What follows belongs to an exercise in optimizing a design on an open flow for small area, a short achievable clock period and few clock cycles; a production flow would make more cautious choices. Function was checked by simulation only, so behaviour that the tests miss may differ from the original.

==> flow/design.v <==
package accum_pkg;
    localparam int LO_W = 17;    
endpackage
module accum_lane
#(
    parameter int IN_W  = 17,
    parameter int ACC_W = 24,
    parameter int L0_W  = 9
) (
    input  logic             clk,
    input  logic             clr_i,    
    input  logic             en_i,     
    input  logic [IN_W-1:0]  in_i,
    output logic [ACC_W-1:0] acc_o,
    output logic             ovf_o
);
    localparam int L1_W = IN_W - L0_W;
    localparam int HI_W = ACC_W - IN_W;
    logic [L0_W-1:0] lo0_q, lo0_s, lo0_n;
    logic [L1_W-1:0] lo1_q, lo1_s, lo1_i, lo1_n;
    logic [HI_W-1:0] hi_q, hi_s;
    logic            c0_q, c0_s, c1_q, c1_s, c1_i, c1_n, hc, ovf_q, sat;
    assign {c0_s, lo0_s} = {1'b0, lo0_q} + {1'b0, in_i[L0_W-1:0]};
    assign {c1_s, lo1_s} = {1'b0, lo1_q} + {1'b0, in_i[IN_W-1:L0_W]} + {{L1_W{1'b0}}, c0_q};
    assign {c1_i, lo1_i} = {1'b0, lo1_q} + {{L1_W{1'b0}}, c0_q};
    assign {hc, hi_s}    = {1'b0, hi_q} + {{HI_W{1'b0}}, c1_q};
    assign sat           = ovf_q | hc;
    assign lo0_n = en_i ? lo0_s : lo0_q;
    assign lo1_n = en_i ? lo1_s : lo1_i;
    assign c1_n  = en_i ? c1_s : c1_i;
    always_ff @(posedge clk) begin
        lo0_q <= (lo0_n | {L0_W{sat}}) & {L0_W{~clr_i}};
        lo1_q <= (lo1_n | {L1_W{sat}}) & {L1_W{~clr_i}};
        hi_q  <= (hi_s | {HI_W{sat}}) & {HI_W{~clr_i}};
        c0_q  <= en_i & c0_s & ~clr_i;
        c1_q  <= c1_n & ~clr_i;
        ovf_q <= sat & ~clr_i;
    end
    assign acc_o = {hi_q, lo1_q, lo0_q};
    assign ovf_o = ovf_q;
endmodule
module accum_bank_ctl
#(
    parameter int NUM_CH   = 32,
    parameter int IN_W     = 17,
    parameter int ACC_W    = 24,
    parameter int CNT_W    = 8
) (
    input  logic                    clk,
    input  logic                    reset_n,
    input  logic                    start,
    input  logic [CNT_W-1:0]        len,
    input  logic                    in_valid,
    output logic                    in_ready,
    input  logic [NUM_CH*IN_W-1:0]  accum_i,
    output logic                    out_valid,
    input  logic                    out_ready,
    output logic [NUM_CH*ACC_W-1:0] result,
    output logic [NUM_CH-1:0]       ovf,
    output logic                    busy
);
    logic             busy_q, rdy_q, vld_q;
    logic [1:0]       settle_q;
    logic [CNT_W-1:0] cnt_q;
    logic             go, beat, last;
    assign go   = start & (~busy_q | (vld_q & out_ready));
    assign beat = in_valid & rdy_q;
    assign last = beat & (cnt_q == CNT_W'(1));
    always_ff @(posedge clk or negedge reset_n) begin
        if (!reset_n) begin
            busy_q   <= 1'b0;
            rdy_q    <= 1'b0;
            vld_q    <= 1'b0;
            settle_q <= '0;
            cnt_q    <= '0;
        end else begin
            settle_q <= {settle_q[0], last} & {2{~go}};
            if (go) begin
                busy_q <= 1'b1;
                rdy_q  <= |len;
                vld_q  <= ~|len;
                cnt_q  <= len;
            end else begin
                if (beat) cnt_q <= cnt_q - CNT_W'(1);
                if (last) rdy_q <= 1'b0;
                if (settle_q[1]) vld_q <= 1'b1;
                if (vld_q & out_ready) begin
                    vld_q  <= 1'b0;
                    busy_q <= 1'b0;
                end
            end
        end
    end
    for (genvar i = 0; i < NUM_CH; i++) begin : g_lane
        accum_lane #(.IN_W(IN_W), .ACC_W(ACC_W)) u_lane (
            .clk    (clk),
            .clr_i  (go),
            .en_i   (beat),
            .in_i   (accum_i[i*IN_W +: IN_W]),
            .acc_o  (result[i*ACC_W +: ACC_W]),
            .ovf_o  (ovf[i])
        );
    end
    assign in_ready  = rdy_q;
    assign out_valid = vld_q;
    assign busy      = busy_q;
endmodule
Settings: LEC_CHECK=0, CAP_MARGIN=20, CORE_MARGIN=2, CORE_UTILIZATION=50, SETUP_SLACK_MARGIN=2.5, SLEW_MARGIN=20; clock period 4.8 ns.
standard.sh (not shown) runs the stock make flow with config.mk's settings and CLKGATE_MAP_FILE= SYNTH_SCRIPT=/design/flow/synth_recipe.tcl, a recipe that flattens the netlist after the stock synthesis.
==> flow/flow/run.sh <==
#!/bin/bash
# Layout flow: the standard layout (standard.sh, ORFS with the standard synthesis), with two
# changes: the port buffers are buf_1 cells instead of the resizer's default pick, and the pins
# may sit on adjacent routing tracks, so the die need not grow to fit 1360 pins.
# Each tool's full output is kept in a log file of its own in this folder.
set -euo pipefail
export BUFFER_PORTS_ARGS="-buffer_cell sky130_fd_sc_hd__buf_1"
export PLACE_PINS_ARGS="-min_distance 1 -min_distance_in_tracks"
bash standard.sh synth > synth.log 2>&1
bash standard.sh > layout.log 2>&1
The starting point completed without violations.
Testbench counts at the start, summed over its fixed seeds: cycles 17,923.
Edit:
Settings changed: CORE_UTILIZATION 50 to 60, SETUP_SLACK_MARGIN 2.5 to 2.4.
Effect: This time the run died in 5_1_grt; synthesized cell count stays the same; synthesized area stays the same.
Edit:
==> flow/flow/run.sh (replaced) <==
#!/bin/bash
# Layout flow: the standard layout (standard.sh, ORFS with the standard synthesis), with two
# changes: the port buffers are buf_1 cells instead of the resizer's default pick, and the pins
# may sit on adjacent routing tracks, so the die need not grow to fit 1360 pins; and global
# routing derates the layers by 12% instead of 20% (flow/grt.tcl), for the dense pin rows.
# Each tool's full output is kept in a log file of its own in this folder.
set -euo pipefail
export BUFFER_PORTS_ARGS="-buffer_cell sky130_fd_sc_hd__buf_1"
export PLACE_PINS_ARGS="-min_distance 1 -min_distance_in_tracks"
export PRE_GLOBAL_ROUTE_TCL="$(pwd)/flow/grt.tcl"
bash standard.sh synth > synth.log 2>&1
bash standard.sh > layout.log 2>&1
==> flow/flow/grt.tcl (new file) <==
# Before global routing: derate the routing layers' capacity a little less than the
# platform's 20%, so a single over-full edge near the dense pin rows does not stop the flow.
set_global_routing_layer_adjustment met1-met5 0.12
Settings changed: CORE_UTILIZATION 60 to 55, CTS_BUF_LIST set to sky130_fd_sc_hd__clkbuf_4 sky130_fd_sc_hd__clkbuf_8.
=> With this change the flow ran to the end with no violations. Synthesized cell count stays the same. Synthesized area is unchanged.

## separate check: timing with driven ports
The flow's constraints put no driver on any port. The routed layouts listed below were extracted and timed again, unchanged, in two steps.
Step 1, drivers: a clkbuf_16 drives clk and a buf_2 each remaining input, both assumed.
Step 2, shift: input delay + t, output delay - t, t = (earliest + latest rising clock arrival at the registers) / 2. This alone moves slack from input paths to output paths.
a / b / c = ideal / step 1 / step 2; a / b = the first two.
| run | t (ns) | setup slack, ns | hold slack, ns | pins driven straight from the clock port |
|---|---|---|---|---|
| the first run | 0.795 | 2.453 / 2.371 / 1.757 | 0.422 / 0.368 / 0.464 | 1 |
| the third run | 0.932 | 2.308 / 2.228 / 1.477 | 0.130 / 0.194 / 0.449 | 1 |
After both steps every run listed still meets setup and hold. For the third run, which loses most, drivers alone change the setup slack by -0.080 ns; drivers and shift together by -0.831 ns.
